Context: an optimization exercise on an open-source flow, tuned for small area, a short achievable clock period and few clock cycles per item. The choices shown serve that exercise and are no tape-out recipe.
At most, simulation tests tie the RTL to the original design; equivalence was not proved.
No functional check of the RTL was part of run 3.
Power is estimated from default activity; no workload was simulated. The clock port is modelled as an ideal driver; clocking choices that lean on that would not hold on a real chip.

## design/flow/standard.sh

```bash
#!/bin/bash
# synth_recipe.tcl (not shown) runs the flow's synth.tcl, then flattens the netlist and writes it again
# the make line also repeats each setting of config.mk as NAME=value (left out here)
make -C /OpenROAD-flow-scripts/flow DESIGN_CONFIG=/design/flow/config.mk WORK_HOME=/design/flow/orfs CLKGATE_MAP_FILE= SYNTH_SCRIPT=/design/flow/synth_recipe.tcl "${@:-finish}"
```

## design/flow/config.mk

```make
export PLATFORM = sky130hd
export DESIGN_NAME = neural_filter_top
export DESIGN_NICKNAME = neural_filter_top
export VERILOG_FILES = /design/flow/design.v
export SDC_FILE = /design/flow/constraint.sdc
export NUM_CORES = 4
export LEC_CHECK = 0
export CAP_MARGIN = 20
export CORE_MARGIN = 2
export CORE_UTILIZATION = 45
export PLACE_DENSITY = 0.6
export SLEW_MARGIN = 20
```

## design/flow/design.v

```verilog
package neural_pkg;
  typedef logic signed [15:0] sample_t;
  typedef logic signed [31:0] mua_t;
  typedef logic [5:0] ch_t;
  typedef logic signed [7:0] coeff_t;
  localparam int FIR_TAPS = 4;
  localparam logic [FIR_TAPS*8-1:0] FIR_COEFFS = {
    -8'sd2,
    -8'sd1,
    8'sd1,
    8'sd2
  };
  localparam int RES_W = 19;
endpackage
module sync_fifo #(
  parameter int DATA_W = 19,
  parameter int DEPTH  = 16
) (
  input  logic              bus_clk,
  input  logic              rst_n,
  input  logic [DATA_W-1:0] in_data,
  input  logic              in_valid,
  input  logic [3:0]        pend_ch,
  input  logic              in_next,
  output logic              stall_next,
  output logic [DATA_W-1:0] out_data,
  output logic              out_sign,
  output logic [3:0]        out_channel,
  output logic              out_last,
  output logic              out_valid,
  input  logic              out_ready,
  output logic              overflow
);
  localparam int WIDTH = DATA_W + 4;
  localparam int PW = $clog2(DEPTH);
  localparam int CW = $clog2(DEPTH + 1);
  logic [DATA_W-1:0] pend;
  logic              pend_v;
  logic [WIDTH-1:0]  pend_word;
  logic [WIDTH-1:0] ring [DEPTH];
  logic [CW-1:0] n;
  logic [PW-1:0] twait;
  logic          at_head;
  logic n_zero;
  logic full;
  logic at_tail;
  logic hold;
  logic ring_wr;
  logic lose;
  logic pend_v_d;
  logic overflow_d;
  logic [WIDTH-1:0] head_d;
  assign pend_word = {pend_ch, pend};
  assign n_zero  = (n == '0);
  assign full    = out_valid ? (n == CW'(DEPTH - 1)) : (n == CW'(DEPTH));
  assign at_tail = n_zero || (twait == '0);
  assign at_head = !n_zero && (twait == n[PW-1:0]);
  assign lose    = pend_v && full;
  assign hold    = pend_v && !full && !at_tail;
  assign ring_wr = pend_v && at_tail && (n != CW'(DEPTH));
  assign pend_v_d   = hold ? pend_v : in_valid;
  assign overflow_d = overflow || lose;
  assign head_d = ring_wr ? pend_word : ring[DEPTH-1];
  logic head_free;
  logic from_ring;
  logic from_pend;
  logic ring_push;
  logic load;
  assign head_free = !out_valid || out_ready;
  assign from_ring = head_free && at_head;
  assign from_pend = head_free && n_zero && pend_v;
  assign ring_push = pend_v && !full && !from_pend && at_tail;
  assign load      = from_ring || from_pend;
  logic [CW-1:0] n_inc;
  logic [CW-1:0] n_dec;
  logic          push_free;
  logic          push_busy;
  logic          read_free;
  logic          read_busy;
  logic [CW-1:0] n_d;
  assign n_inc     = n + 1'b1;
  assign n_dec     = n - 1'b1;
  assign read_free = at_head;
  assign read_busy = !out_valid && read_free;
  assign push_free = pend_v && !full && !n_zero && at_tail;
  assign push_busy = pend_v && !full && !(!out_valid && n_zero) && at_tail;
  assign n_d = out_ready
             ? (push_free ? (read_free ? n : n_inc) : (read_free ? n_dec : n))
             : (push_busy ? (read_busy ? n : n_inc) : (read_busy ? n_dec : n));
  assign stall_next = (pend_v_d && (n >= CW'(DEPTH - 2)))
                   || (overflow_d && (in_next || pend_v_d));
  always_ff @(posedge bus_clk) begin
    if (!hold) begin
      pend <= in_data;
    end
  end
  always_ff @(posedge bus_clk) begin
    for (int i = 1; i < DEPTH; i++) begin
      ring[i] <= ring[i-1];
    end
    ring[0] <= head_d;
  end
  always_ff @(posedge bus_clk) begin
    if (load) begin
      out_data    <= head_d[DATA_W-1:0];
      out_channel <= head_d[WIDTH-1:DATA_W];
      out_last    <= (head_d[WIDTH-1:DATA_W] == 4'hf);
    end
  end
  always_ff @(posedge bus_clk) begin
    if (load || !out_valid) begin
      out_sign <= head_d[DATA_W-1];
    end
  end
  always_ff @(posedge bus_clk or negedge rst_n) begin
    if (!rst_n) begin
      pend_v    <= 1'b0;
      n         <= '0;
      twait     <= '0;
      out_valid <= 1'b0;
      overflow  <= 1'b0;
    end else begin
      pend_v    <= pend_v_d;
      n         <= n_d;
      twait     <= ring_push ? '0 : twait - 1'b1;
      out_valid <= load || (out_valid && !out_ready);
      overflow  <= overflow_d;
    end
  end
endmodule
module fir_bandpass #(
  parameter int NUM_CH = 16
) (
  input  logic                          bus_clk,
  input  logic                          rst_n,
  input  logic [15:0]                   in_data,
  input  logic                          in_valid,
  output logic                          in_ready,
  input  logic                          stall_next,
  output logic                          taken,
  output logic [neural_pkg::RES_W-1:0]  out_data,
  output logic [3:0]                    pend_channel,
  output logic                          out_valid
);
  localparam int RES_W = neural_pkg::RES_W;
  logic [3:0]  next_ch;
  logic [3:0]  wait_cnt;
  logic [1:0]  frame;
  logic        v0;
  logic [15:0] r1 [NUM_CH];
  logic [15:0] r2 [NUM_CH];
  logic [15:0] r3 [NUM_CH];
  logic [15:0] x1, x2, x3;
  logic [RES_W-2:0] part;
  assign taken = in_valid && in_ready;
  logic busy;
  always_ff @(posedge bus_clk or negedge rst_n) begin
    if (!rst_n) begin
      busy <= 1'b0;
    end else begin
      busy <= !((taken || wait_cnt == 4'd1) && !stall_next);
    end
  end
  assign in_ready = !busy;
  always_ff @(posedge bus_clk or negedge rst_n) begin
    if (!rst_n) begin
      next_ch  <= '0;
      wait_cnt <= '0;
      frame    <= '0;
      v0       <= 1'b0;
    end else begin
      v0 <= taken;
      if (taken) begin
        next_ch <= next_ch + 1'b1;
        if (next_ch == 4'(NUM_CH - 1) && frame != 2'd3) begin
          frame <= frame + 1'b1;
        end
      end else begin
        wait_cnt <= wait_cnt - 1'b1;
      end
    end
  end
  always_ff @(posedge bus_clk) begin
    for (int i = 1; i < NUM_CH; i++) begin
      r1[i] <= r1[i-1];
      r2[i] <= r2[i-1];
      r3[i] <= r3[i-1];
    end
    if (taken) begin
      r1[0] <= in_data;
      r2[0] <= r1[NUM_CH-1];
      r3[0] <= r2[NUM_CH-1];
    end else begin
      r1[0] <= r1[NUM_CH-1];
      r2[0] <= r2[NUM_CH-1];
      r3[0] <= r3[NUM_CH-1];
    end
  end
  assign x1 = (frame >= 2'd1) ? r1[NUM_CH-1] : '0;
  assign x2 = (frame >= 2'd2) ? r2[NUM_CH-1] : '0;
  assign x3 = (frame >= 2'd3) ? r3[NUM_CH-1] : '0;
  logic signed [RES_W-2:0] p1, p2, p3;
  assign p1 = {{2{x1[15]}}, x1};
  assign p2 = {{2{x2[15]}}, x2};
  assign p3 = {{2{x3[15]}}, x3};
  always_ff @(posedge bus_clk) begin
    part <= p1 - p2 - (p3 <<< 1);
  end
  logic signed [RES_W-1:0] e0, ep;
  assign e0 = {{3{r1[0][15]}}, r1[0]};
  assign ep = {part[RES_W-2], part};
  assign out_data    = (e0 <<< 1) + ep;
  assign pend_channel = next_ch - (v0 ? 4'd2 : 4'd1);
  assign out_valid   = v0;
endmodule
module neural_filter_top (
  input  logic                bus_clk,
  input  logic                rst_n,
  input  logic [15:0]         sample,
  input  logic                sample_valid,
  output logic                sample_ready,
  output logic [31:0]         mua_data,
  output logic [5:0]          mua_channel,
  output logic                mua_last,
  output logic                mua_valid,
  input  logic                mua_ready,
  output logic                overflow
);
  localparam int NUM_CH    = 16;
  localparam int OUT_DEPTH = 16;
localparam int RES_W     = neural_pkg::RES_W;
  logic              taken;
  logic              out_stall;
  logic [RES_W-1:0]  fir_data;
  logic [3:0]        pend_channel;
  logic              fir_valid;
  logic [RES_W-1:0]  mua_res;
  logic [3:0]        mua_ch;
  logic              mua_sign;
  fir_bandpass #(
    .NUM_CH (NUM_CH)
  ) fir_band_pass (
    .bus_clk      (bus_clk),
    .rst_n        (rst_n),
    .in_data      (sample),
    .in_valid     (sample_valid),
    .in_ready     (sample_ready),
    .stall_next   (out_stall),
    .taken        (taken),
    .out_data     (fir_data),
    .pend_channel (pend_channel),
    .out_valid    (fir_valid)
  );
  sync_fifo #(
    .DATA_W (RES_W),
    .DEPTH  (OUT_DEPTH)
  ) mua_fifo (
    .bus_clk     (bus_clk),
    .rst_n       (rst_n),
    .in_data     (fir_data),
    .in_valid    (fir_valid),
    .pend_ch     (pend_channel),
    .in_next     (taken),
    .stall_next  (out_stall),
    .out_data    (mua_res),
    .out_sign    (mua_sign),
    .out_channel (mua_ch),
    .out_last    (mua_last),
    .out_valid   (mua_valid),
    .out_ready   (mua_ready),
    .overflow    (overflow)
  );
  assign mua_data    = {{7{mua_sign}}, {(25-RES_W){mua_res[RES_W-1]}}, mua_res};
  assign mua_channel = {2'b00, mua_ch};
endmodule
```

## design/flow/flow/run.sh

```bash
#!/bin/bash
# Layout with the standard ORFS flow (standard.sh: standard synthesis,
# floorplan, power grid, placement, CTS, routing), changing only how it
# optimises:
#  - ports are buffered with buf_2 rather than the default buffer cell
#  - CTS clusters up to 34 sinks within 85 um and adds no dummy loads
#  - repair_timing works towards a setup slack of SETUP_SLACK_MARGIN
# The clock period and constraints are the standard flow's, unchanged.
set -euo pipefail
export BUFFER_PORTS_ARGS="-buffer_cell sky130_fd_sc_hd__buf_2"
export CTS_ARGS="-sink_clustering_enable -repair_clock_nets -sink_clustering_size 34 -sink_clustering_max_diameter 85 -dont_use_dummy_load"
export SETUP_SLACK_MARGIN=10
bash standard.sh finish > standard_flow.log 2>&1
```

## design/flow/constraint.sdc

```tcl
create_clock -name core_clock -period 14.0 [get_ports {bus_clk}]
set_input_delay 2.8000 -clock core_clock [delete_from_list [all_inputs] [get_ports {bus_clk}]]
set_output_delay 2.8000 -clock core_clock [all_outputs]
set_load 0.01 [all_outputs]
```

==> summary.txt, run 1 <==
Tcrit/Tclk final: 28.93%
Chip width: 258.7 µm
Async SR Flop Fraction: 1.964%
Final Non-Filler Cells: 2789
Hold WC Path Type: flop to flop
CTS Buf Count: 43
Max Cap Violations: 0
P_int: 4.690 mW
CTS Hold Bufs: 0
Layout area overhead: 8.073%
Share of cells above drive strength 1: 7.911%
PortBufs: 59
Post-synth top area share: 79.12%
Unique masters post-synth: 65
Register area share after synthesis: 85.70%
Root Buffer: clkbuf_16
Synth Register Bits: 1222
Placed insts: 2744
Data arrival time of the critical path: 1.25 ns
Critical path class: flop to primary output
VDD IR max: 0.08592 mV
Final Max Slew Viols: 0
Cell count after synthesis: 1861
Dpl hpwl: 23.59 mm
Slew @ Worst Pin: 1.002 ns
TNS Setup: 0 ns
Final hold violation count: 0
Largest area contributor in the netlist: dfxtp_1
Die ar.: 66940 µm²
Gr ovfl total: 0
Mapped Area: 29200 µm²
Routability cong.: 0.7706
Initial antenna violation count: 3
Psw: 1.399 mW
# IOs: 62
Fmax: 0.2469 GHz
GRT Util Overall: 11.31%
Number of global-route vias before repair: 11420
Rows: 93
Hold WS: 0.2957 ns
DRT iter0 DRCs: 643
Unrepaired setup endpoints after global routing: true
Slew headroom: 33.16%
Finished layout cell area: 31560 µm²
Critical path peak fanout: 7
Power density over the cells: 192.9 nW/µm²
Crit path capture type: primary output
Yosys synthesis warning count: 6
Sw frac: 22.97%
Largest net degree at the start of global routing: 59
Worst-path cell chain: buf_2
Clk pwr share: 24.1%
Syn Area/Cell: 15.69 µm²
Final WL: 37.25 mm
Diode count: 0
Buffer levels on the longest clock path: 3
Reg2reg setup slack: 10.25 ns
Routed vias/inst: 4.195
CP Buf/Inv Count: 1
CTS tree: done
First-pass GRT wire length: 59.97 mm
Share of total power in combinational logic: 9.8%
Initial Utilization: 45.38%
CP peak stage delay: 0.47 ns
DR pass1 iterations: 4
CP max-delay cell: edfxtp_1
Leakage power: 13.07 nW
Die height: 258.7 µm
Number of synthesized flops with an enable pin: 44
Wire per inst: 13.35 µm
Final setup viols: 0
Core area: 64350 µm²
Clock latency on the worst-skew pair: 0.60 ns
Post-DP Area: 30430 µm²
Most used DFF post-synth: dfxtp_1
Vias: 11700
Detail Route Antenna Nets: 0
Status: timing/DRC/antenna clean
Final routed DRC violation total: 0
Commonest non-fill, non-tap cell in the layout: dfxtp_1
Top post-synthesis cells by area: dfxtp_1 (79%), edfxtp_1 (4.5%), nand2_1 (2.3%), dfrtp_1 (2.1%), ha_1 (2.0%)
Clk sinks: 1222
Reg power frac: 66.1%
H-tree depth: 2
Most frequent cells in the layout: dfxtp_1 (1154), nand2_1 (177), inv_1 (63), buf_2 (57), ha_1 (46)
Worst-path clk slew: 0.11 ns
Kind of cell adding the most delay to the critical path: flip-flops
Final nets: 2021
Fin crit period: 4.050 ns
Startpoint Class: flop
Worst Clk Skew: 0.04763 ns
Worst endpoint required time: 11.20 ns
## routing by layer
metal | vias up | part of all wire (%) | global-route usage, %
li1 | 5975 | - | -
met1 | 5540 | 53 | 16.52
met2 | 129 | 42 | 17.03
met3 | 55 | 3.4 | 2.347
met4 | 2 | 1.9 | 3.259
met5 | - | 0.035 | 0
## sequential cells by signal (all words and copies together) (netlist names), 5 cells and up
name,count
fir_band_pass.part,18
fir_band_pass.r1,256
fir_band_pass.r2,256
fir_band_pass.r3,256
mua_fifo.n,5
mua_fifo.out_data,19
mua_fifo.pend,19
mua_fifo.ring,368
## metrics by stage
stage / total power, mW / utilization, % / setup WS [ns]
after floorplan: 4.495 / - / 9.891
after CTS: 6.163 / 49.01 / 9.892
after detailed placement: 4.698 / 47.29 / 8.950
after global routing: 6.380 / 49.04 / 9.852
final: 6.089 / 49.04 / 9.950
after global placement: 4.666 / 47.29 / 8.984
## path summary, 6_finish.rpt
path / start / end / depth (start not counted)
setup / recovery: mua_fifo.out_data[18] / mua_data[19] / 1
hold / removal: mua_fifo.ring[2][4] / mua_fifo.ring[3][4] / 0
setup reg to reg: fir_band_pass.frame[1] / fir_band_pass.part[12] / 13
hold reg to reg: mua_fifo.ring[2][4] / mua_fifo.ring[3][4] / 0
max in group asynchronous: rst_n / mua_fifo.out_valid / 1
min in group asynchronous: rst_n / mua_fifo.pend_v / 1
## synth_stat cells, types with 16 or more instances
cell type / instances
xnor2_1: 32
fa_1: 18
mux2_2: 19
nand2_1: 178
nand2b_1: 16
edfxtp_1: 44
clkbuf_1: 16
a21oi_1: 30
nor2_1: 30
dfrtp_1: 24
ha_1: 47
inv_1: 65
dfxtp_1: 1154
o21ai_0: 21
nor2b_1: 23
## logic make-up after synthesis
family	after synthesis	synth area share, %
mux	20	0.7842
simple gates	298	4.752
fa+ha+maj	65	3.248
other cells	1	0.01284
buf+inv	101	1.556
flops	1222	85.70
compound gates	108	2.563
xor+xnor	46	1.380
## power by group through the flow
| stage | Sequential, mW | Clock, mW | Combinational, mW |
|---|---|---|---|
| finish | 4.02 | 1.47 | 0.596 |
| global route | 4.06 | 1.64 | 0.671 |
| CTS | 4.03 | 1.53 | 0.600 |
| detailed placement | 4.11 | 0 | 0.590 |
| global placement | 4.10 | 0 | 0.569 |
| floorplan | 4.05 | 0 | 0.444 |
## repair_timing
action | CTS | global route
resized for setup | 6 | 5
endpoints found under the hold margin | 0 | 0
endpoints found under the setup margin | 28 | 34
gates cloned | 0 | 0
setup buffers | 2 | 0
## area by class of cell
| type | count | area, µm² |
|---|---|---|
| clock buffers | 43 | 1076 |
| flip-flops and latches | 1222 | 25030 |
| fillers | 5419 | 32790 |
| inverters | 65 | 251.5 |
| multi-input cells | 539 | 3776 |
| repair buffers | 65 | 356.6 |
| well taps | 855 | 1070 |
Testbench counts, summed over its fixed seeds: cycles 6,168, items 6,144.
==> inputs of run 2 (changes only) <==
--- a/design/flow/flow/run.sh
+++ b/design/flow/flow/run.sh
@@ -9,5 +9,5 @@
 set -euo pipefail
 export BUFFER_PORTS_ARGS="-buffer_cell sky130_fd_sc_hd__buf_2"
 export CTS_ARGS="-sink_clustering_enable -repair_clock_nets -sink_clustering_size 34 -sink_clustering_max_diameter 85 -dont_use_dummy_load"
-export SETUP_SLACK_MARGIN=10
+export SETUP_SLACK_MARGIN=10.15
 bash standard.sh finish > standard_flow.log 2>&1
==> run 2 against run 1 <==
  * Die area stayed put
  * Largest cell class unchanged
  * Global-route usage grew 0.092 points
  * Clock-buffer cell count unchanged
  * Final cell count is 0.14% higher
  * Non-clock buffer count grew 3
  * Combinational power hardly changed
  * Still clean
  * Critical path type unchanged
  * Core utilization is 0.084 points higher
  * Critical path depth did not move
  * Largest power group unchanged
  * Worst hold slack lost 0.021 ns
  * First-iteration DRC count fell by 20%
==> summary.txt, run 2 <==
Gr ovfl total: 0 (unchanged)
CP Buf/Inv Count: 1 (unchanged)
Final Max Slew Viols: 0 (unchanged)
CTS Buf Count: 43 (unchanged)
Largest area contributor in the netlist: dfxtp_1
Top-count cell post-synth: dfxtp_1
Initial Utilization: 45.38% (unchanged)
Mapped Area: 29200 µm² (unchanged)
Top post-synthesis cells by area: dfxtp_1 (79%), edfxtp_1 (4.5%), nand2_1 (2.3%), dfrtp_1 (2.1%), ha_1 (2.0%)
Syn Area/Cell: 15.69 µm² (unchanged)
Routability cong.: 0.7592 (-1.5%)
Yosys synthesis warning count: 6 (unchanged)
Biggest register: mua_fifo.ring
Crit path capture type: primary output
Root Buffer: clkbuf_16
Register area share after synthesis: 85.70% (unchanged)
Flip-flop count of the largest register after layout: 368 (unchanged)
Wire per inst: 13.46 µm (+0.79%)
CP max-delay cell: edfxtp_1
Share of cells above drive strength 1: 8.157% (+0.25 points)
CTS tree: done
Unique masters post-synth: 65 (unchanged)
DRT iter0 DRCs: 516 (-20%)
Clk sinks: 1222 (unchanged)
Top Layer Used: met4
Startpoint Class: flop
Leakage power: 13.09 nW (+0.18%)
VDD IR max: 0.09256 mV (+7.7%)
TNS Setup: 0 ns (unchanged)
PortBufs: 59 (unchanged)
Worst-path clk slew: 0.11 ns (about the same)
Fin crit period: 4.057 ns (+0.007560 ns)
Number of global-route vias before repair: 11600 (+1.6%)
H-tree depth: 2 (unchanged)
Final nets: 2024 (+0.15%)
Post-synth top cells: dfxtp_1 (1154), nand2_1 (178), inv_1 (65)
Hold WC Path Type: flop to flop
Synth Register Bits: 1222 (unchanged)
Fmax: 0.2465 GHz (-0.19%)
First-pass GRT wire length: 60.24 mm (+0.45%)
Worst setup margin: 9.943 ns (-0.007560 ns)
Detail Route Antenna Nets: 0 (unchanged)
Stages on the worst setup path: 1 (unchanged)
Most used DFF post-synth: dfxtp_1
Final setup viols: 0 (unchanged)
Clock latency on the worst-skew pair: 0.61 ns (about the same)
Data arrival time of the critical path: 1.26 ns (about the same)
Max Cap Violations: 0 (unchanged)
Vias: 11710 (+0.034%)
Worst-path cell chain: buf_2
Worst Clk Skew: 0.05509 ns (+0.007461 ns)
Power density over the cells: 192.7 nW/µm² (-0.11%)
FF-to-FF path depth: 15 (+2)
# IOs: 62 (unchanged)
Critical path class: flop to primary output
Dpl hpwl: 23.80 mm (+0.87%)
Final routed DRC violation total: 0 (unchanged)
Layout area overhead: 8.258%
Final WL: 37.59 mm (+0.93%)
Status: timing/DRC/antenna clean
Largest net degree at the start of global routing: 59 (unchanged)
Dpl ws: 8.915 ns (-0.03498 ns)
Critical path peak fanout: 7 (unchanged)
Kind of cell adding the most delay to the critical path: flip-flops
Hold path cells: 0 (unchanged)
DR pass1 iterations: 4 (unchanged)
Final hold violation count: 0 (unchanged)
Slew headroom: 33.26% (+0.10 points)
GRT Util Overall: 11.40% (+0.092 points)
Async SR Flop Fraction: 1.964% (unchanged)
Met3 WL: 1.295 mm (+0.94%)
Chip width: 258.7 µm (unchanged)
Tcrit/Tclk final: 28.98% (+0.054 points)
Die height: 258.7 µm (unchanged)
Routed vias/inst: 4.191 (-0.11%)
Commonest non-fill, non-tap cell in the layout: dfxtp_1
Initial antenna violation count: 2 (-1)
Slew @ Worst Pin: 0.9989 ns (-0.002656 ns)
Most frequent cells in the layout: dfxtp_1 (1154), nand2_1 (177), inv_1 (63), buf_2 (57), ha_1 (45)
Final Util: 49.12% (+0.084 points)
Met2 routed WL: 15.86 mm (+1.5%)
Number of fill cells in the layout: 5360 (-1.1%)
Post-synth top area share: 79.12% (unchanged)
CP peak stage delay: 0.46 ns (about the same)
Die ar.: 66940 µm² (unchanged)
Number of synthesized flops with an enable pin: 44 (unchanged)
Buffer levels on the longest clock path: 3 (unchanged)
Cell count after synthesis: 1861 (unchanged)
Core area: 64350 µm² (unchanged)
Unrepaired setup endpoints after global routing: true
WL met1: 19.63 mm (about the same)
Rows: 93 (unchanged)
Worst endpoint required time: 11.20 ns (about the same)
run 2: where the power goes:
part           switching [mW]  internal (mW)  leakage (nW)
clock network           0.914          0.558         0.530
registers               0.142           3.88          10.0
logic                   0.345          0.250          2.51
run 2: repair_timing:
action	4_1_cts	5_1_grt
cloned	0	0
hold endpoints to repair	0	0
hold buffers	0	0
buffers inserted	3	3
setup endpoints to repair	84	45
pin swaps	0	1
gates resized for setup	9	8
run 2: worst paths after layout:
path                                   startpoint                        end  slack, ns
max in group asynchronous                   rst_n         mua_fifo.out_valid      11.43
min in group asynchronous                   rst_n  fir_band_pass.wait_cnt[3]       2.18
hold reg to reg            fir_band_pass.r3[1][3]     fir_band_pass.r3[2][3]       0.28
setup / recovery            mua_fifo.out_data[18]               mua_data[23]       9.94
setup reg to reg           fir_band_pass.frame[0]     fir_band_pass.part[14]      10.32
hold / removal             fir_band_pass.r3[1][3]     fir_band_pass.r3[2][3]       0.28
run 2: logic make-up after synthesis:
family	count (synthesis)	share of synthesized area [%]
flops	1222	85.70
simple gates	298	4.752
compound gates	108	2.563
buf+inv	101	1.556
fa+ha+maj	65	3.248
other cells	1	0.01284
mux	20	0.7842
xor+xnor	46	1.380
run 2: area by class of cell:
| cell class | instances | area, µm² | area share [%] |
|---|---|---|---|
| multi-input combinational | 539 | 3794 | 12.00 |
| timing repair buffer | 68 | 385.4 | 1.219 |
| clock buffer | 43 | 1076 | 3.404 |
| tap | 855 | 1070 | 3.384 |
| antenna | 1 | 2.502 | 0.007917 |
| inverter | 65 | 256.5 | 0.8115 |
| sequential | 1222 | 25030 | 79.17 |
run 2: per-layer routing:
| layer | up-vias | GRT usage, % |
|---|---|---|
| met5 | - | 0 |
| met4 | 0 | 3.131 |
| met3 | 60 | 2.240 |
| met2 | 125 | 17.40 |
| met1 | 5546 | 16.60 |
| li1 | 5974 | - |
run 2: through the flow:
stage / total power, mW / std cells / hold WS, ns / cell area (µm²)
6_report: 6.092 / 2793 / 0.2751 / 31610
5_1_grt: 6.373 / 2792 / 0.2623 / 31610
4_1_cts: 6.166 / 2789 / 0.2735 / 31550
3_5_place_dp: 4.695 / 2743 / 0.3121 / 30420
3_3_place_gp: 4.667 / 2743 / 0.3097 / 30420
2_1_floorplan: 4.496 / 1862 / 0.3096 / 29240
==> inputs of run 3 (changes only) <==
--- a/design/flow/design.v
+++ b/design/flow/design.v
@@ -24,7 +24,7 @@
   input  logic              in_next,
   output logic              stall_next,
   output logic [DATA_W-1:0] out_data,
-  output logic              out_sign,
+  output logic [1:0]        out_sign,
   output logic [3:0]        out_channel,
   output logic              out_last,
   output logic              out_valid,
@@ -100,16 +100,29 @@
     end
     ring[0] <= head_d;
   end
-  always_ff @(posedge bus_clk) begin
-    if (load) begin
+  always_ff @(posedge bus_clk or negedge rst_n) begin
+    if (!rst_n) begin
+      out_data    <= '0;
+      out_channel <= '0;
+      out_last    <= 1'b0;
+    end else if (load) begin
       out_data    <= head_d[DATA_W-1:0];
       out_channel <= head_d[WIDTH-1:DATA_W];
       out_last    <= (head_d[WIDTH-1:DATA_W] == 4'hf);
     end
   end
-  always_ff @(posedge bus_clk) begin
-    if (load || !out_valid) begin
-      out_sign <= head_d[DATA_W-1];
+  always_ff @(posedge bus_clk or negedge rst_n) begin
+    if (!rst_n) begin
+      out_sign[0] <= 1'b0;
+    end else if (load || !out_valid) begin
+      out_sign[0] <= head_d[DATA_W-1];
+    end
+  end
+  always_ff @(posedge bus_clk or negedge rst_n) begin
+    if (!rst_n) begin
+      out_sign[1] <= 1'b0;
+    end else if (load || (!out_valid && pend_v)) begin
+      out_sign[1] <= head_d[DATA_W-1];
     end
   end
   always_ff @(posedge bus_clk or negedge rst_n) begin
@@ -236,7 +249,7 @@
   logic              fir_valid;
   logic [RES_W-1:0]  mua_res;
   logic [3:0]        mua_ch;
-  logic              mua_sign;
+  logic [1:0]        mua_sign;
   fir_bandpass #(
     .NUM_CH (NUM_CH)
   ) fir_band_pass (
@@ -270,6 +283,6 @@
     .out_ready   (mua_ready),
     .overflow    (overflow)
   );
-  assign mua_data    = {{7{mua_sign}}, {(25-RES_W){mua_res[RES_W-1]}}, mua_res};
+  assign mua_data    = {{4{mua_sign[1]}}, {5{mua_sign[0]}}, {(23-RES_W){mua_res[RES_W-1]}}, mua_res};
   assign mua_channel = {2'b00, mua_ch};
 endmodule
--- a/design/flow/flow/run.sh
+++ b/design/flow/flow/run.sh
@@ -9,5 +9,5 @@
 set -euo pipefail
 export BUFFER_PORTS_ARGS="-buffer_cell sky130_fd_sc_hd__buf_2"
 export CTS_ARGS="-sink_clustering_enable -repair_clock_nets -sink_clustering_size 34 -sink_clustering_max_diameter 85 -dont_use_dummy_load"
-export SETUP_SLACK_MARGIN=10.15
+export SETUP_SLACK_MARGIN=10
 bash standard.sh finish > standard_flow.log 2>&1
==> run 3 against run 2 <==
  * Register-to-register slack lost 0.06 ns
  * Highest routed layer unchanged
  * Via count shrank 2.3%
  * Critical path depth is the same
==> summary.txt, run 3 <==
CTS Buf Count: 43 (unchanged)
Reg power frac: 64.0% (-2.1 points)
Final setup viols: 0 (unchanged)
CTS tree: done
DRT iter0 DRCs: 485 (-6.0%)
Slew @ Worst Pin: 0.9385 ns (-0.06044 ns)
Share of cells above drive strength 1: 11.91% (+3.8 points)
Yosys synthesis warning count: 6 (unchanged)
Most used DFF post-synth: dfxtp_1
Synth Area in Adders: 3.227% (-0.022 points)
Register area share after synthesis: 84.79% (-0.91 points)
Async SR Flop Fraction: 4.088% (+2.1 points)
Critical path class: flop to primary output
Routing usage on met3: 1.969% (-0.27 points)
DR pass1 iterations: 4 (unchanged)
First-pass GRT wire length: 60.85 mm (+1.0%)
Final WL: 37.63 mm (+0.10%)
Initial antenna violation count: 2 (unchanged)
Synth Area in Compound Gates: 2.192% (-0.37 points)
PortBufs: 59 (unchanged)
Flip-flop count of the largest register after layout: 368 (unchanged)
Layout area overhead: 8.109%
Area of the multi-input gates: 4038 µm² (+6.4%)
Gr ovfl total: 0 (unchanged)
Fin crit period: 3.971 ns (-0.08601 ns)
Dpl hpwl: 23.78 mm (about the same)
Core area: 64460 µm² (+0.18%)
Mux share of post-synthesis cell area: 3.814% (+3.0 points)
Power density over the cells: 203.1 nW/µm² (+5.4%)
Worst Clk Skew: 0.03439 ns (-0.02070 ns)
Unique masters post-synth: 65 (unchanged)
H-tree depth: 2 (unchanged)
Rows: 93 (unchanged)
Final Util: 49.29% (+0.17 points)
CP max-delay cell: dfrtp_1
Simple-gate portion of the synthesized area: 3.095% (-1.7 points)
Number of fill cells in the layout: 5426 (+1.2%)
GRT Util Overall: 11.37% (-0.035 points)
Die ar.: 67380 µm² (+0.66%)
Vias: 11440 (-2.3%)
Biggest register: mua_fifo.ring
Die height: 259.6 µm (+0.33%)
Top-count cell post-synth: dfxtp_1
Number of synthesized flops with an enable pin: 19 (-57%)
Largest family of logic cells by synthesized area: multiplexers
Largest area contributor in the netlist: dfxtp_1
GRT busiest layer: met2
Status: timing/DRC/antenna clean
Data arrival time of the critical path: 1.17 ns (-0.09 ns)
Clock latency on the worst-skew pair: 0.59 ns (-0.02 ns)
Top post-synthesis cells by area: dfxtp_1 (79%), dfrtp_1 (4.3%), mux2_2 (2.9%), ha_1 (2.0%), edfxtp_1 (1.9%)
Mapped Area: 29390 µm² (+0.67%)
Post-synth top area share: 78.60% (-0.53 points)
Reg area: 24930 µm² (-0.40%)
Worst-path clk slew: 0.11 ns (about the same)
Sw frac: 24.02% (+1.0 points)
Root Buffer: clkbuf_16
CP peak stage delay: 0.43 ns (-0.03 ns)
Number of global-route vias before repair: 11440 (-1.4%)
Final Max Slew Viols: 0 (unchanged)
Routability cong.: 0.7475 (-1.5%)
Worst-path cell chain: buf_2
Post-synth top cells: dfxtp_1 (1154), mux2_2 (76), inv_1 (63)
Worst endpoint required time: 11.20 ns (about the same)
Max Cap Violations: 0 (unchanged)
Most frequent cells in the layout: dfxtp_1 (1154), mux2_2 (76), inv_1 (62), buf_2 (57), dfrtp_1 (49)
FF-to-FF path depth: 15 (unchanged)
Startpoint Class: flop
# IOs: 62 (unchanged)
Post-Synth XOR/XNOR Area: 1.311% (-0.069 points)
CP Buf/Inv Count: 1 (unchanged)
Met2 Use GR: 17.04% (-0.37 points)
Clk sinks: 1223 (+0.082%)
Hold path cells: 0 (unchanged)
Total power: 6.453 mW (+5.9%)
Psw: 1.550 mW (+11%)
Fmax: 0.2518 GHz (+2.2%)
Chip width: 259.6 µm (+0.33%)
Stages on the worst setup path: 1 (unchanged)
Hold WC Path Type: flop to flop
Tcrit/Tclk final: 28.37% (-0.61 points)
Met1 Usage GRT: 16.82% (+0.22 points)
VDD IR max: 0.1080 mV (+17%)
Crit path capture type: primary output
Unrepaired setup endpoints after global routing: true
Clk pwr share: 22.9% (-1.3 points)
Detail Route Antenna Nets: 0 (unchanged)
TNS Setup: 0 ns (unchanged)
Final nets: 1959 (-3.2%)
Critical path peak fanout: 6 (-1)
Synth Register Bits: 1223 (+0.082%)
P_int: 4.903 mW (+4.5%)
Initial Utilization: 45.60% (+0.22 points)
Slew headroom: 37.37% (+4.1 points)
Commonest non-fill, non-tap cell in the layout: dfxtp_1
Buffer levels on the longest clock path: 3 (unchanged)
Largest net degree at the start of global routing: 62 (+5.1%)
Cell count after synthesis: 1787 (-4.0%)
Share of total power in combinational logic: 13.1% (+3.3 points)
Diode count: 0 (-1)
Wire per inst: 13.80 µm (+2.5%)
Leakage power: 13.22 nW (+0.95%)
Final routed DRC violation total: 0 (unchanged)
Kind of cell adding the most delay to the critical path: flip-flops
Final hold violation count: 0 (unchanged)
Routed vias/inst: 4.195 (+0.11%)
Syn Area/Cell: 16.45 µm² (+4.8%)
## run 3: cell types whose count changed in the layout (fill, tap and decap cells not counted), sizes merged, moves of 5 or more
cell | previous run | this run
nand2 | 178 | 27
mux2 | 20 | 92
dfrtp | 24 | 50
edfxtp | 44 | 19
buf | 67 | 75
nand3 | 3 | 9
xor2 | 14 | 8
nand2b | 16 | 21
## run 3: cell type report
| class | count | area share, % |
|---|---|---|
| clock buffer | 43 | 3.386 |
| inverter | 63 | 0.7442 |
| tap | 855 | 3.367 |
| timing repair buffer | 75 | 1.358 |
| sequential | 1223 | 78.44 |
| multi-input combinational | 468 | 12.71 |
## run 3: power groups by stage
stage / logic, mW / registers, mW / clock network (mW)
floorplan: 0.646 / 4.13 / 0
CTS: 0.842 / 4.14 / 1.53
global route: 0.951 / 4.18 / 1.65
detailed placement: 0.827 / 4.22 / 0
finish: 0.846 / 4.13 / 1.48
global placement: 0.798 / 4.21 / 0
## run 3: cells by family (layout without fill, tap and decap cells)
group	count (synthesis)	after routing
DFF	1223	1223
and+or+nand+nor	163	163
AOI/OAI and AO/OA	98	98
buffers and inverters	97	181
muxes	96	96
adders and majority gates	65	65
xor gates and xnor gates	44	44
other	1	2
## run 3: final timing paths
check / start / end / slack, ns
hold reg to reg: fir_band_pass.r1[11][6] / fir_band_pass.r1[12][6] / 0.31
max in group asynchronous: rst_n / mua_fifo.out_valid / 11.15
setup / recovery: mua_fifo.out_data[18] / mua_data[20] / 10.03
setup reg to reg: fir_band_pass.frame[0] / fir_band_pass.part[15] / 10.26
hold / removal: fir_band_pass.r1[11][6] / fir_band_pass.r1[12][6] / 0.31
min in group asynchronous: rst_n / mua_fifo.out_data[4] / 2.32
## run 3: repair_timing
action                                  4_1_cts  5_1_grt
resized for setup                             1        6
hold buffers                                  0        0
setup buffers                                 6        4
endpoints found under the setup margin       25       38
endpoints found under the hold margin         0        0
## run 3: layer usage
metal  vias to the layer above  wire length, µm
met5                         -                0
met4                         0              844
met3                        57             1130
met2                       120            15610
met1                      5444            20050
li1                       5820                -
## run 3: through the flow
stage	hold WS (ns)	worst slack, ns	instances	instance area (µm²)
after floorplan	0.3096	10.02	1788	29400
after global placement	0.3096	9.440	2674	30600
after detailed placement	0.3121	9.440	2674	30600
after CTS	0.3084	9.969	2723	31720
after global routing	0.3089	9.942	2727	31780
final	0.3087	10.03	2727	31780
==> inputs of run 4 (changes only) <==
--- a/design/flow/design.v
+++ b/design/flow/design.v
@@ -100,28 +100,20 @@
     end
     ring[0] <= head_d;
   end
-  always_ff @(posedge bus_clk or negedge rst_n) begin
-    if (!rst_n) begin
-      out_data    <= '0;
-      out_channel <= '0;
-      out_last    <= 1'b0;
-    end else if (load) begin
+  always_ff @(posedge bus_clk) begin
+    if (load) begin
       out_data    <= head_d[DATA_W-1:0];
       out_channel <= head_d[WIDTH-1:DATA_W];
       out_last    <= (head_d[WIDTH-1:DATA_W] == 4'hf);
     end
   end
-  always_ff @(posedge bus_clk or negedge rst_n) begin
-    if (!rst_n) begin
-      out_sign[0] <= 1'b0;
-    end else if (load || !out_valid) begin
+  always_ff @(posedge bus_clk) begin
+    if (load || !out_valid) begin
       out_sign[0] <= head_d[DATA_W-1];
     end
   end
-  always_ff @(posedge bus_clk or negedge rst_n) begin
-    if (!rst_n) begin
-      out_sign[1] <= 1'b0;
-    end else if (load || (!out_valid && pend_v)) begin
+  always_ff @(posedge bus_clk) begin
+    if (load || (!out_valid && pend_v)) begin
       out_sign[1] <= head_d[DATA_W-1];
     end
   end
--- a/design/flow/flow/run.sh
+++ b/design/flow/flow/run.sh
@@ -8,6 +8,6 @@
 # The clock period and constraints are the standard flow's, unchanged.
 set -euo pipefail
 export BUFFER_PORTS_ARGS="-buffer_cell sky130_fd_sc_hd__buf_2"
-export CTS_ARGS="-sink_clustering_enable -repair_clock_nets -sink_clustering_size 34 -sink_clustering_max_diameter 85 -dont_use_dummy_load"
+export CTS_ARGS="-sink_clustering_enable -repair_clock_nets -sink_clustering_size 34 -sink_clustering_max_diameter 85 -dont_use_dummy_load -num_static_layers 1"
 export SETUP_SLACK_MARGIN=10
 bash standard.sh finish > standard_flow.log 2>&1
==> run 4 against run 3 <==
  * Non-clock buffer count fell by 10
  * Flip-flop and latch count unchanged
  * Clock power about the same
  * Largest cell class unchanged
  * Largest power group unchanged
==> summary.txt, run 4 <==
Hold WC Path Type: flop to flop
Worst endpoint required time: 11.20 ns (about the same)
Routed vias/inst: 4.183 (-0.30%)
Status: timing/DRC/antenna clean
Final Max Slew Viols: 0 (unchanged)
CP Buf/Inv Count: 1 (unchanged)
Leakage power: 13.04 nW (-1.3%)
Commonest non-fill, non-tap cell in the layout: dfxtp_1
Power density over the cells: 194.7 nW/µm² (-4.1%)
Wire per inst: 13.38 µm (-3.1%)
Startpoint Class: flop
GRT Util Overall: 11.36% (about the same)
Worst Clk Skew: 0.04813 ns (+0.01375 ns)
Die ar.: 66970 µm² (-0.60%)
Final nets: 2020 (+3.1%)
Number of fill cells in the layout: 5339 (-1.6%)
CTS tree: done
Rows: 93 (unchanged)
Largest net degree at the start of global routing: 59 (-4.8%)
Clock latency on the worst-skew pair: 0.62 ns (+0.03 ns)
Yosys synthesis warning count: 6 (unchanged)
Root Buffer: clkbuf_16
Die height: 258.8 µm (-0.30%)
Final setup viols: 0 (unchanged)
Biggest register: mua_fifo.ring
Slew @ Worst Pin: 0.9417 ns (+0.003286 ns)
Slew headroom: 37.15% (-0.22 points)
CTS Buf Count: 43 (unchanged)
Largest area contributor in the netlist: dfxtp_1
Syn Area/Cell: 15.71 µm² (-4.5%)
Initial antenna violation count: 4 (+2)
CTS Hold Bufs: 0 (unchanged)
VDD IR max: 0.08297 mV (-23%)
Fmax: 0.2485 GHz (-1.3%)
Chip width: 258.8 µm (-0.30%)
Routability cong.: 0.7944 (+6.3%)
CP peak stage delay: 0.44 ns (about the same)
Critical path class: flop to primary output
H-tree depth: 2 (unchanged)
Vias: 11670 (+2.0%)
Final WL: 37.32 mm (-0.83%)
Number of global-route vias before repair: 11650 (+1.9%)
Top-count cell post-synth: dfxtp_1
Top post-synthesis cells by area: dfxtp_1 (79%), edfxtp_1 (4.6%), nand2_1 (2.2%), dfrtp_1 (2.1%), ha_1 (2.0%)
Final routed DRC violation total: 0 (unchanged)
Critical path peak fanout: 5 (-1)
DR pass1 iterations: 4 (unchanged)
Synth Register Bits: 1223 (unchanged)
Register area share after synthesis: 85.76% (+0.97 points)
Gr ovfl total: 0 (unchanged)
Most frequent cells in the layout: dfxtp_1 (1154), nand2_1 (174), inv_1 (60), buf_2 (58), ha_1 (46)
Kind of cell adding the most delay to the critical path: flip-flops
Share of cells above drive strength 1: 7.760% (-4.2 points)
Layout area overhead: 7.966%
Most used DFF post-synth: dfxtp_1
Async SR Flop Fraction: 1.962% (-2.1 points)
Flip-flop count of the largest register after layout: 368 (unchanged)
DRT iter0 DRCs: 582 (+20%)
Worst-path cell chain: buf_2
Worst-path clk slew: 0.11 ns (about the same)
Initial Utilization: 45.40% (-0.20 points)
Tcrit/Tclk final: 28.74% (+0.38 points)
Mapped Area: 29210 µm² (-0.61%)
Dpl ws: 8.932 ns (-0.5080 ns)
CP max-delay cell: edfxtp_1
Data arrival time of the critical path: 1.22 ns (+0.05 ns)
Buffer levels on the longest clock path: 3 (unchanged)
Worst setup margin: 9.976 ns (-0.05309 ns)
Total power: 6.142 mW (-4.8%)
Crit path capture type: primary output
Dpl hpwl: 23.34 mm (-1.9%)
# IOs: 62 (unchanged)
Unrepaired setup endpoints after global routing: true
Final hold violation count: 0 (unchanged)
Number of synthesized flops with an enable pin: 45 (+26)
Cell count after synthesis: 1859 (+4.0%)
Clk sinks: 1223 (unchanged)
Fin crit period: 4.024 ns (+0.05309 ns)
First-pass GRT wire length: 60.24 mm (-1.0%)
Max Cap Violations: 0 (unchanged)
PortBufs: 59 (unchanged)
Post-synth top area share: 79.08% (+0.48 points)
Unique masters post-synth: 65 (unchanged)
Detail Route Antenna Nets: 0 (unchanged)
Post-synth top cells: dfxtp_1 (1154), nand2_1 (175), inv_1 (63)
Core area: 64350 µm² (-0.18%)
TNS Setup: 0 ns (unchanged)
==> run 4: changes by cell type after synthesis, sizes merged, moves of 4 or more <==
cell	before	now
nand3	9	4
edfxtp	19	45
nand2	27	175
clkbuf	11	17
buf	23	18
xor2	8	15
mux2	92	19
a21o	11	16
o21ai	22	17
o21bai	1	5
o21a	8	4
dfrtp	50	24
a31oi	2	8
==> run 4: area by class of cell <==
cell class | count | area (µm²) | share of cell area [%]
Sequential cell | 1223 | 25060 | 79.44
Inverter | 63 | 247.7 | 0.7855
Antenna cell | 2 | 5.005 | 0.01587
Clock buffer | 43 | 1076 | 3.412
Multi-Input combinational cell | 539 | 3740 | 11.86
Timing Repair Buffer | 65 | 346.6 | 1.099
Tap cell | 855 | 1070 | 3.392
==> run 4: cell families (layout without fill, tap and decap cells) <==
family                   count (synthesis)  after routing  synth area share, %
adder cells (fa/ha/maj)                 65             65                3.247
AO/OA/AOI/OAI                          106            106                2.518
other                                    1              4              0.01284
buffers and inverters                   98            171                1.478
multiplexers                            20             20               0.7667
XOR/XNOR                                48             48                1.439
AND/OR/NAND/NOR                        298            298                4.776
flip-flops                            1223           1223                85.76
==> run 4: metal layers <==
| metal | global-route usage, % | vias up | wire [µm] |
|---|---|---|---|
| met1 | 16.17 | 5481 | 19180 |
| met2 | 17.32 | 131 | 15670 |
| met5 | 0 | - | 13 |
| met4 | 4.576 | 2 | 1209 |
| li1 | - | 5980 | - |
| met3 | 1.937 | 76 | 1242 |
==> run 4: power by group <==
part	internal, mW	switching [mW]	total, mW
Sequential	3.90	0.147	4.05
Combinational	0.256	0.363	0.619
Clock	0.558	0.916	1.47
Total	4.72	1.43	6.14
==> run 4: through the flow <==
step                      cells  area [µm²]  util, %  hold WS [ns]
final                      2790       31540    49.02        0.2885
after global routing       2788       31540    49.01        0.2921
after CTS                  2787       31520    48.99        0.2918
after detailed placement   2743       30430    47.28        0.3121
after global placement     2743       30430    47.28        0.3096
after floorplan            1860       29220        -        0.3096
==> run 4: final timing paths <==
kind                                        startpoint                     end  slack, ns  depth (start not counted)
worst max register to register  fir_band_pass.frame[0]  fir_band_pass.part[17]      10.15                         14
worst min register to register    mua_fifo.ring[2][18]    mua_fifo.ring[3][18]       0.29                          0
max in group asynchronous                        rst_n      mua_fifo.out_valid      11.41                          1
worst min-delay path              mua_fifo.ring[2][18]    mua_fifo.ring[3][18]       0.29                          0
worst max-delay path             mua_fifo.out_data[18]            mua_data[20]       9.98                          1
min in group asynchronous                        rst_n           mua_fifo.n[1]       2.16                          1
==> run 4: repair_timing <==
item | 4_1_cts | 5_1_grt
setup buffers | 1 | 1
gates resized for setup | 5 | 2
endpoints found under the setup margin | 32 | 35
cloned | 0 | 0
Testbench counts of run 4, summed over its fixed seeds: cycles 6,168, items 6,144.
==> inputs of run 5 (changes only) <==
--- a/design/flow/flow/run.sh
+++ b/design/flow/flow/run.sh
@@ -8,6 +8,6 @@
 # The clock period and constraints are the standard flow's, unchanged.
 set -euo pipefail
 export BUFFER_PORTS_ARGS="-buffer_cell sky130_fd_sc_hd__buf_2"
-export CTS_ARGS="-sink_clustering_enable -repair_clock_nets -sink_clustering_size 34 -sink_clustering_max_diameter 85 -dont_use_dummy_load -num_static_layers 1"
+export CTS_ARGS="-sink_clustering_enable -repair_clock_nets -sink_clustering_size 34 -sink_clustering_max_diameter 85 -dont_use_dummy_load -sink_clustering_levels 1"
 export SETUP_SLACK_MARGIN=10
 bash standard.sh finish > standard_flow.log 2>&1
==> run 5 against run 4 <==
  * Largest power group unchanged
  * Clock power barely moved
  * Register-to-register slack about the same
  * Still clean
  * Highest routed layer unchanged
  * Clock-buffer cell count unchanged
  * Core utilization did not move
  * Wire length up 0.17%
  * Cell area unchanged
  * Area after synthesis is the same
==> summary.txt, run 5 <==
DR pass1 iterations: 6 (+2)
Unrepaired setup endpoints after global routing: true
Number of synthesized flops with an enable pin: 45 (unchanged)
CTS tree: done
Die ar.: 66970 µm² (unchanged)
Gr ovfl total: 0 (unchanged)
Fin crit period: 4.006 ns (-0.01849 ns)
Chip width: 258.8 µm (unchanged)
Post-synth top cells: dfxtp_1 (1154), nand2_1 (175), inv_1 (63)
Top post-synthesis cells by area: dfxtp_1 (79%), edfxtp_1 (4.6%), nand2_1 (2.2%), dfrtp_1 (2.1%), ha_1 (2.0%)
Unique masters post-synth: 65 (unchanged)
Layout area overhead: 7.966% (unchanged)
Root Buffer: clkbuf_16
Kind of cell adding the most delay to the critical path: flip-flops
Final routed DRC violation total: 0 (unchanged)
Tcrit/Tclk final: 28.61% (-0.13 points)
Hold WC Path Type: flop to flop
Clk sinks: 1223 (unchanged)
Crit. Startpoint: mua_fifo.out_data[18]
Largest area contributor in the netlist: dfxtp_1
PortBufs: 59 (unchanged)
TNS Setup: 0 ns (unchanged)
Most frequent cells in the layout: dfxtp_1 (1154), nand2_1 (174), inv_1 (60), buf_2 (58), ha_1 (46)
Share of cells above drive strength 1: 7.760% (unchanged)
GRT Util Overall: 11.38% (+0.017 points)
Core area: 64350 µm² (unchanged)
First-pass GRT wire length: 60.27 mm (about the same)
Biggest register: mua_fifo.ring
Final hold violation count: 0 (unchanged)
Crit path capture type: primary output
Final Non-Filler Cells: 2790 (unchanged)
Initial antenna violation count: 4 (unchanged)
Post-synth top area share: 79.08% (unchanged)
Slew @ Worst Pin: 0.9365 ns (-0.005286 ns)
Final setup viols: 0 (unchanged)
Buffer levels on the longest clock path: 3 (unchanged)
Number of fill cells in the layout: 5342 (+0.056%)
Routability cong.: 0.7944 (unchanged)
Commonest non-fill, non-tap cell in the layout: dfxtp_1
Wire per inst: 13.40 µm (+0.17%)
Critical path class: flop to primary output
Cell count after synthesis: 1859 (unchanged)
Worst hold start: mua_fifo.ring[12][6]
Leakage power: 13.04 nW (unchanged)
CP max-delay cell: edfxtp_1
Slew headroom: 37.50% (+0.35 points)
CP Buf/Inv Count: 1 (unchanged)
Rows: 93 (unchanged)
Detail Route Antenna Nets: 0 (unchanged)
Routed vias/inst: 4.181 (about the same)
Yosys synthesis warning count: 6 (unchanged)
Power density over the cells: 194.8 nW/µm² (about the same)
Async SR Flop Fraction: 1.962% (unchanged)
Worst setup margin: 9.994 ns (+0.01849 ns)
Mapped Area: 29210 µm² (unchanged)
Max Cap Violations: 0 (unchanged)
H-tree depth: 2 (unchanged)
Worst Clk Skew: 0.03798 ns (-0.01016 ns)
Placed insts: 2743 (unchanged)
Final WL: 37.39 mm (+0.17%)
Largest net degree at the start of global routing: 59 (unchanged)
Data arrival time of the critical path: 1.21 ns (about the same)
CP peak stage delay: 0.44 ns (about the same)
Final Max Slew Viols: 0 (unchanged)
Number of global-route vias before repair: 11640 (-0.13%)
Critical path peak fanout: 5 (unchanged)
Top-count cell post-synth: dfxtp_1
Dpl hpwl: 23.34 mm (unchanged)
Vias: 11670 (-0.043%)
Synth Register Bits: 1223 (unchanged)
Worst-path cell chain: buf_2
Worst r2r src: fir_band_pass.frame[0]
# IOs: 62 (unchanged)
Most used DFF post-synth: dfxtp_1
DRT iter0 DRCs: 549 (-5.7%)
Fmax: 0.2496 GHz (+0.46%)
Flip-flop count of the largest register after layout: 368 (unchanged)
Syn Area/Cell: 15.71 µm² (unchanged)
Dpl ws: 8.932 ns (unchanged)
Initial Utilization: 45.40% (unchanged)
CTS Buf Count: 43 (unchanged)
VDD IR max: 0.08446 mV (+1.8%)
Status: timing/DRC/antenna clean
Die height: 258.8 µm (unchanged)
Worst endpoint required time: 11.20 ns (about the same)
Worst-path clk slew: 0.11 ns (about the same)
Register area share after synthesis: 85.76% (unchanged)
Final nets: 2020 (unchanged)
Final Util: 49.02% (unchanged)
Clock latency on the worst-skew pair: 0.61 ns (about the same)
Startpoint Class: flop
## run 5: cell counts in the layout (fill, tap and decap cells not counted)
No cell type changed its count.
## run 5: area by class of cell
cell class	count	area (µm²)	share of cell area, %
Inverter	63	247.7	0.7855
Timing Repair Buffer	65	346.6	1.099
Multi-Input combinational cell	539	3740	11.86
Antenna cell	2	5.005	0.01587
Tap cell	855	1070	3.392
Sequential cell	1223	25060	79.44
Clock buffer	43	1076	3.412
## run 5: kinds of logic (layout without fill, tap and decap cells)
group	count (synthesis)	after routing	share of synthesized area, %
XOR/XNOR	48	48	1.439
AND/OR/NAND/NOR	298	298	4.776
AO/OA/AOI/OAI	106	106	2.518
adder cells (fa/ha/maj)	65	65	3.247
multiplexers	20	20	0.7667
other	1	4	0.01284
buffers and inverters	98	171	1.478
flip-flops	1223	1223	85.76
## run 5: final timing paths
kind	to	slack, ns	cells past startpoint
setup / recovery	mua_data[20]	9.99	1
hold / removal	mua_fifo.ring[13][6]	0.30	0
setup reg to reg	fir_band_pass.part[17]	10.14	14
hold reg to reg	mua_fifo.ring[13][6]	0.30	0
max in group asynchronous	mua_fifo.out_valid	11.41	1
min in group asynchronous	mua_fifo.n[1]	2.16	1
## run 5: metrics by stage
| step | hold WS [ns] | area (µm²) | total power, mW |
|---|---|---|---|
| floorplan | 0.3096 | 29220 | 4.534 |
| global placement | 0.3096 | 30430 | 4.728 |
| detailed placement | 0.3121 | 30430 | 4.751 |
| CTS | 0.3004 | 31520 | 6.217 |
| global route | 0.2998 | 31540 | 6.432 |
| finish | 0.3021 | 31540 | 6.144 |
## run 5: repair_timing
| action | in CTS | in global routing |
|---|---|---|
| resized for setup | 5 | 2 |
| gates cloned | 0 | 0 |
| hold buffers | 0 | 0 |
| setup endpoints to repair | 27 | 34 |
| buffers inserted | 1 | 1 |
| pin swaps | 0 | 0 |
## run 5: power breakdown
group / internal, mW / switching [mW] / total, mW
sequential: 3.90 / 0.147 / 4.05
clock: 0.558 / 0.917 / 1.48
combinational: 0.256 / 0.362 / 0.619
## run 5: layer usage
layer  vias up  global-route usage [%]  part of all wire, %  wire (µm)
met4         2                   4.640                  3.3       1216
li1       5979                       -                    -          -
met2       131                   17.32                   42      15640
met5         -                       0                0.035         13
met1      5478                   16.17                   52      19260
met3        75                   1.966                  3.3       1248
==> inputs of run 6 (changes only) <==
--- a/design/flow/flow/run.sh
+++ b/design/flow/flow/run.sh
@@ -8,6 +8,6 @@
 # The clock period and constraints are the standard flow's, unchanged.
 set -euo pipefail
 export BUFFER_PORTS_ARGS="-buffer_cell sky130_fd_sc_hd__buf_2"
-export CTS_ARGS="-sink_clustering_enable -repair_clock_nets -sink_clustering_size 34 -sink_clustering_max_diameter 85 -dont_use_dummy_load -sink_clustering_levels 1"
+export CTS_ARGS="-sink_clustering_enable -repair_clock_nets -sink_clustering_size 34 -sink_clustering_max_diameter 85 -dont_use_dummy_load"
 export SETUP_SLACK_MARGIN=10
 bash standard.sh finish > standard_flow.log 2>&1
--- a/design/flow/config.mk
+++ b/design/flow/config.mk
@@ -7,6 +7,6 @@
 export LEC_CHECK = 0
 export CAP_MARGIN = 20
 export CORE_MARGIN = 2
-export CORE_UTILIZATION = 45
-export PLACE_DENSITY = 0.6
+export CORE_UTILIZATION = 35
+export PLACE_DENSITY = 0.5
 export SLEW_MARGIN = 20
==> run 6 against run 5 <==
  * Final cell count up 7.9%
  * Worst setup slack got worse by 0.019 ns
  * Still clean
  * Cell area rose by 1.1%
  * Non-clock buffer count rose by 4
  * Die area increased by 28%
  * Worst hold slack lost 0.025 ns
  * Largest power group unchanged
  * First-iteration DRC count shrank 7.5%
==> summary.txt, run 6 <==
GRT Util Overall: 9.254% (-2.1 points)
Number of global-route vias before repair: 11690 (+0.46%)
Cell count after synthesis: 1859 (unchanged)
PortBufs: 59 (unchanged)
Worst r2r src: fir_band_pass.frame[1]
Crit. Startpoint: fir_band_pass.busy
Buffer levels on the longest clock path: 3 (unchanged)
CTS Hold Bufs: 0 (unchanged)
Worst-path cell chain: inv_2 > buf_6
Power density over the cells: 193.7 nW/µm² (-0.54%)
Top post-synthesis cells by area: dfxtp_1 (79%), edfxtp_1 (4.6%), nand2_1 (2.2%), dfrtp_1 (2.1%), ha_1 (2.0%)
Worst endpoint required time: 11.20 ns (about the same)
Post-synth top cells: dfxtp_1 (1154), nand2_1 (175), inv_1 (63)
Largest area contributor in the netlist: dfxtp_1
Total power: 6.179 mW (+0.57%)
Routability cong.: 0.7827 (-1.5%)
DRT iter0 DRCs: 508 (-7.5%)
Dpl hpwl: 24.32 mm (+4.2%)
Async SR Flop Fraction: 1.962% (unchanged)
DR pass1 iterations: 4 (-2)
Final hold violation count: 0 (unchanged)
Largest net degree at the start of global routing: 53 (-10%)
Flip-flop count of the largest register after layout: 368 (unchanged)
CTS Buf Count: 44 (+2.3%)
VDD IR max: 0.08999 mV (+6.6%)
Worst hold start: fir_band_pass.r3[2][4]
Finished layout cell area: 31890 µm² (+1.1%)
First-pass GRT wire length: 63.04 mm (+4.6%)
Startpoint Class: flop
Hold path cells: 0 (unchanged)
Worst Clk Skew: 0.05789 ns (+0.01991 ns)
CP peak stage delay: 0.41 ns (-0.03 ns)
Commonest non-fill, non-tap cell in the layout: dfxtp_1
Final Max Slew Viols: 0 (unchanged)
Hold WC Path Type: flop to flop
Final WL: 38.95 mm (+4.2%)
Max Cap Violations: 0 (unchanged)
CTS tree: done
Biggest register: mua_fifo.ring
Clk sinks: 1223 (unchanged)
Tcrit/Tclk final: 28.75% (+0.14 points)
H-tree depth: 2 (unchanged)
Worst-path clk slew: 0.12 ns (about the same)
Initial Utilization: 35.46% (-9.9 points)
Dpl ws: 9.560 ns (+0.6279 ns)
Vias: 11690 (+0.17%)
Number of fill cells in the layout: 7530 (+41%)
Crit path capture type: primary output
Leakage power: 13.08 nW (+0.30%)
Final setup viols: 0 (unchanged)
Reg2reg setup slack: 10.28 ns (+0.14 ns)
Rows: 105 (+13%)
Mapped Area: 29210 µm² (unchanged)
Routed vias/inst: 3.882 (-7.2%)
CP max-delay cell: dfrtp_1
Detail Route Antenna Nets: 0 (unchanged)
Slew @ Worst Pin: 1.000 ns (+0.06380 ns)
Gr ovfl total: 0 (unchanged)
Root Buffer: clkbuf_16
Status: timing/DRC/antenna clean
Synth Register Bits: 1223 (unchanged)
Worst flop-to-flop path endpoint: fir_band_pass.part[12]
Die height: 292.9 µm (+13%)
Yosys synthesis warning count: 6 (unchanged)
Initial antenna violation count: 2 (-2)
Syn Area/Cell: 15.71 µm² (unchanged)
Final Non-Filler Cells: 3010 (+7.9%)
Final nets: 2025 (+0.25%)
Unrepaired setup endpoints after global routing: true
Top-count cell post-synth: dfxtp_1
Layout area overhead: 9.174%
Most frequent cells in the layout: dfxtp_1 (1154), nand2_1 (174), inv_1 (60), buf_2 (57)
Final routed DRC violation total: 0 (unchanged)
Register area share after synthesis: 85.76% (unchanged)
Die ar.: 85790 µm² (+28%)
Wire per inst: 12.94 µm (-3.4%)
Worst setup margin: 9.975 ns (-0.01926 ns)
Slew headroom: 33.24% (-4.3 points)
Clock latency on the worst-skew pair: 0.62 ns (about the same)
Placed insts: 2959 (+7.9%)
Number of synthesized flops with an enable pin: 45 (unchanged)
# IOs: 62 (unchanged)
Post-synth top area share: 79.08% (unchanged)
Share of cells above drive strength 1: 8.050% (+0.29 points)
Post-DP Area: 30700 µm² (+0.91%)
Worst hold path endpoint: fir_band_pass.r3[3][4]
Most used DFF post-synth: dfxtp_1
Unique masters post-synth: 65 (unchanged)
Critical path peak fanout: 2 (-3)
Data arrival time of the critical path: 1.23 ns (+0.02 ns)
FF-to-FF path depth: 12 (-2)
Critical path class: flop to primary output
Chip width: 292.9 µm (+13%)
TNS Setup: 0 ns (unchanged)
Core area: 82370 µm² (+28%)
Fin crit period: 4.025 ns (+0.01926 ns)
Fmax: 0.2484 GHz (-0.48%)
run 6: cell counts after synthesis:
Identical to the previous run, type by type.
run 6: layer usage:
layer | part of all wire, % | track usage (%) | vias to the layer above
met4 | 2.5 | 2.864 | 2
met3 | 3.7 | 2.042 | 65
met1 | 53 | 13.43 | 5500
met5 | 0.021 | 0 | -
met2 | 41 | 13.74 | 130
li1 | - | - | 5988
run 6: cell families (layout without fill, tap and decap cells):
group | Yosys count | after routing | share of synthesized area (%)
AOI/OAI and AO/OA | 106 | 106 | 2.518
adders and majority gates | 65 | 65 | 3.247
xor gates and xnor gates | 48 | 48 | 1.439
muxes | 20 | 20 | 0.7667
other | 1 | 4 | 0.01284
buffers and inverters | 98 | 176 | 1.478
DFF | 1223 | 1223 | 85.76
and+or+nand+nor | 298 | 298 | 4.776
run 6: worst max-delay path by stage:
| stage | cells after the start | endpoint |
|---|---|---|
| floorplan | 6 | mua_fifo.n[3] |
| global placement | 7 | fir_band_pass.r2[0][9] |
| detailed placement | 7 | fir_band_pass.r1[0][7] |
| CTS | 1 | mua_data[22] |
| global route | 1 | mua_data[18] |
| finish | 2 | sample_ready |
run 6: critical path: cells and delay by family, from the launching register on:
family	cells	cell delay, ns
buffers and inverters	2	0.21
DFF	1	0.41
run 6: power breakdown:
part	leakage [nW]	total [mW]	internal, mW	switching (mW)
Combinational	2.48	0.626	0.259	0.367
Clock	0.542	1.50	0.571	0.932
Sequential	10.1	4.05	3.90	0.148
run 6: stage by stage:
stage	util, %	hold slack (ns)
detailed placement	37.27	0.3121
global placement	37.27	0.3096
CTS	38.63	0.2857
floorplan	-	0.3096
global route	38.71	0.2865
finish	38.72	0.2775
run 6: repair_timing:
action	in CTS	in global routing
endpoints found under the hold margin	0	0
gates resized for setup	4	4
endpoints found under the setup margin	31	38
pin swaps	0	0
buffers inserted	1	4
run 6: layout make-up:
cell class	instances	area [µm²]	share of cell area, %
sequential	1223	25060	78.56
multi-input combinational	539	3754	11.77
tap	1070	1339	4.198
clock buffer	44	1101	3.452
timing repair buffer	69	399.1	1.251
inverter	63	240.2	0.7532
antenna	2	5.005	0.01569
==> inputs of run 7 (changes only) <==
--- a/design/flow/config.mk
+++ b/design/flow/config.mk
@@ -7,6 +7,6 @@
 export LEC_CHECK = 0
 export CAP_MARGIN = 20
 export CORE_MARGIN = 2
-export CORE_UTILIZATION = 35
-export PLACE_DENSITY = 0.5
+export CORE_UTILIZATION = 80
+export PLACE_DENSITY = 0.88
 export SLEW_MARGIN = 20
==> run 7 against run 6 <==
  * Cell area shrank 2.6%
  * Clock power about the same
  * Power is 2.3% higher
  * Sequential share of layout area is 2.1 points higher
  * Critical endpoint is now mua_data[19]
==> summary.txt, run 7 <==
Clock latency on the worst-skew pair: 0.61 ns (about the same)
Hold WC Path Type: flop to flop
GRT Util Overall: 29.14% (+20 points)
Final nets: 2021 (-0.20%)
CP max-delay cell: edfxtp_1
Worst-path cell chain: buf_2
Final setup viols: 0 (unchanged)
Final Max Slew Viols: 0 (unchanged)
Chip width: 195.1 µm (-33%)
Layout area overhead: 6.309%
Final routed DRC violation total: 0 (unchanged)
Largest net degree at the start of global routing: 59 (+11%)
Worst Clk Skew: 0.02012 ns (-0.03777 ns)
Die height: 195.1 µm (-33%)
Critical path class: flop to primary output
Final hold violation count: 0 (unchanged)
Startpoint Class: flop
Mapped Area: 29210 µm² (unchanged)
CP peak stage delay: 0.45 ns (+0.04 ns)
Worst r2r src: fir_band_pass.frame[1]
Final WL: 56.32 mm (+45%)
Wire per inst: 23.51 µm (+82%)
VDD IR max: 0.2089 mV (+130%)
Crit. Startpoint: mua_fifo.out_data[18]
Fin crit period: 4.026 ns (+0.0009900 ns)
Gr ovfl total: 0 (unchanged)
Tcrit/Tclk final: 28.76% (about the same)
Routed vias/inst: 5.513 (+42%)
Synth Register Bits: 1223 (unchanged)
Kind of cell adding the most delay to the critical path: flip-flops
Worst endpoint required time: 11.20 ns (about the same)
Commonest non-fill, non-tap cell in the layout: dfxtp_1
DRT iter0 DRCs: 958 (+89%)
Number of synthesized flops with an enable pin: 45 (unchanged)
CP Buf/Inv Count: 1 (-1)
Max Cap Violations: 0 (unchanged)
CTS tree: done
Initial Utilization: 81.73% (+46 points)
Share of cells above drive strength 1: 7.911% (-0.14 points)
Initial antenna violation count: 3 (+1)
TNS Setup: 0 ns (unchanged)
Number of fill cells in the layout: 1273 (-83%)
Die ar.: 38060 µm² (-56%)
Status: timing/DRC/antenna clean
CTS Buf Count: 41 (-6.8%)
Top post-synthesis cells by area: dfxtp_1 (79%), edfxtp_1 (4.6%), nand2_1 (2.2%), dfrtp_1 (2.1%), ha_1 (2.0%)
Buffer levels on the longest clock path: 3 (unchanged)
Vias: 13210 (+13%)
CTS Hold Bufs: 0 (unchanged)
Unrepaired setup endpoints after global routing: true
Reg area: 25060 µm² (unchanged)
Slew headroom: 32.92% (-0.32 points)
Top-count cell post-synth: dfxtp_1
Most used DFF post-synth: dfxtp_1
Worst-path clk slew: 0.12 ns (about the same)
Core area: 35740 µm² (-57%)
PortBufs: 59 (unchanged)
Detail Route Antenna Nets: 0 (unchanged)
Cell count after synthesis: 1859 (unchanged)
Data arrival time of the critical path: 1.23 ns (about the same)
Rows: 69 (-34%)
Post-synth top cells: dfxtp_1 (1154), nand2_1 (175), inv_1 (63)
DR pass1 iterations: 7 (+3)
Root Buffer: clkbuf_16
Power density over the cells: 203.5 nW/µm² (+5.0%)
Hold WS: 0.3288 ns (+0.05131 ns)
Unique masters post-synth: 65 (unchanged)
Yosys synthesis warning count: 6 (unchanged)
# IOs: 62 (unchanged)
Routability cong.: 0.8397 (+7.3%)
Slew @ Worst Pin: 1.005 ns (+0.004852 ns)
Biggest register: mua_fifo.ring
Worst hold start: fir_band_pass.r1[9][5]
Largest area contributor in the netlist: dfxtp_1
Syn Area/Cell: 15.71 µm² (unchanged)
Most frequent cells in the layout: dfxtp_1 (1154), nand2_1 (174), inv_1 (60), buf_2 (57)
Async SR Flop Fraction: 1.962% (unchanged)
Critical path peak fanout: 5 (+3)
First-pass GRT wire length: 82.18 mm (+30%)
Leakage power: 13.04 nW (-0.32%)
Crit path capture type: primary output
Number of global-route vias before repair: 13860 (+19%)
Register area share after synthesis: 85.76% (unchanged)
Flip-flop count of the largest register after layout: 368 (unchanged)
Clk sinks: 1223 (unchanged)
Post-synth top area share: 79.08% (unchanged)
Fmax: 0.2484 GHz (about the same)
H-tree depth: 2 (unchanged)
Area of the multi-input gates: 3760 µm² (+0.17%)
Dpl hpwl: 29.64 mm (+22%)
run 7: cell families after synthesis:
group | Yosys count | synth area share [%]
buf+inv | 98 | 1.478
fa+ha+maj | 65 | 3.247
mux | 20 | 0.7667
xor+xnor | 48 | 1.439
other cells | 1 | 0.01284
simple gates | 298 | 4.776
flops | 1223 | 85.76
compound gates | 106 | 2.518
run 7: report_power, final:
part / internal, mW / switching, mW
Sequential: 3.91 / 0.203
Combinational: 0.267 / 0.453
Clock: 0.536 / 0.953
run 7: worst paths after layout:
path	end	slack (ns)	depth (start not counted)
worst max-delay path	mua_data[19]	9.97	1
worst min-delay path	fir_band_pass.r1[10][5]	0.33	0
worst max register to register	fir_band_pass.part[14]	10.01	12
worst min register to register	fir_band_pass.r1[10][5]	0.33	0
max in group asynchronous	mua_fifo.out_valid	11.43	1
min in group asynchronous	mua_fifo.twait[2]	2.17	1
run 7: what timing repair did:
action | 4_1_cts | 5_1_grt
endpoints found under the hold margin | 0 | 0
buffers inserted | 2 | 4
endpoints found under the setup margin | 76 | 22
gates cloned | 0 | 0
resized for setup | 9 | 6
pin swaps | 0 | 1
run 7: final cells by class:
cell class	count	share of cell area (%)
diodes	1	0.008058
clock buffers	41	3.304
inverters	63	0.8259
multi-input cells	539	12.11
flip-flops and latches	1223	80.68
well taps	461	1.857
repair buffers	68	1.221
run 7: layer usage:
metal  vias to the layer above  global-route usage, %  share of wire, %
met5                         -                      0             0.046
met4                         4                  11.65               4.3
met3                       202                  4.404               4.9
met2                       572                  52.09                52
met1                      6448                  35.85                39
li1                       5984                      -                 -
run 7: stage by stage:
step / util, % / instances / total power [mW] / area [µm²] / setup WS (ns)
3_5_place_dp: 83.73 / 2348 / 4.783 / 29930 / 8.373
6_report: 86.89 / 2396 / 6.318 / 31060 / 9.974
2_1_floorplan: - / 1860 / 4.534 / 29220 / 10.13
5_1_grt: 86.88 / 2395 / 6.488 / 31050 / 9.931
4_1_cts: 86.72 / 2391 / 6.271 / 30990 / 9.949
3_3_place_gp: 83.73 / 2348 / 4.690 / 29930 / 8.668

Re-timed with assumed drivers on the ports (clkbuf_16 on the clock, buf_2 on other inputs), run 7 has 9.918 ns of setup slack against 9.974 ns with ideal ports, and 9.463 ns once port delays also move by the mid clock arrival of 0.656 ns.
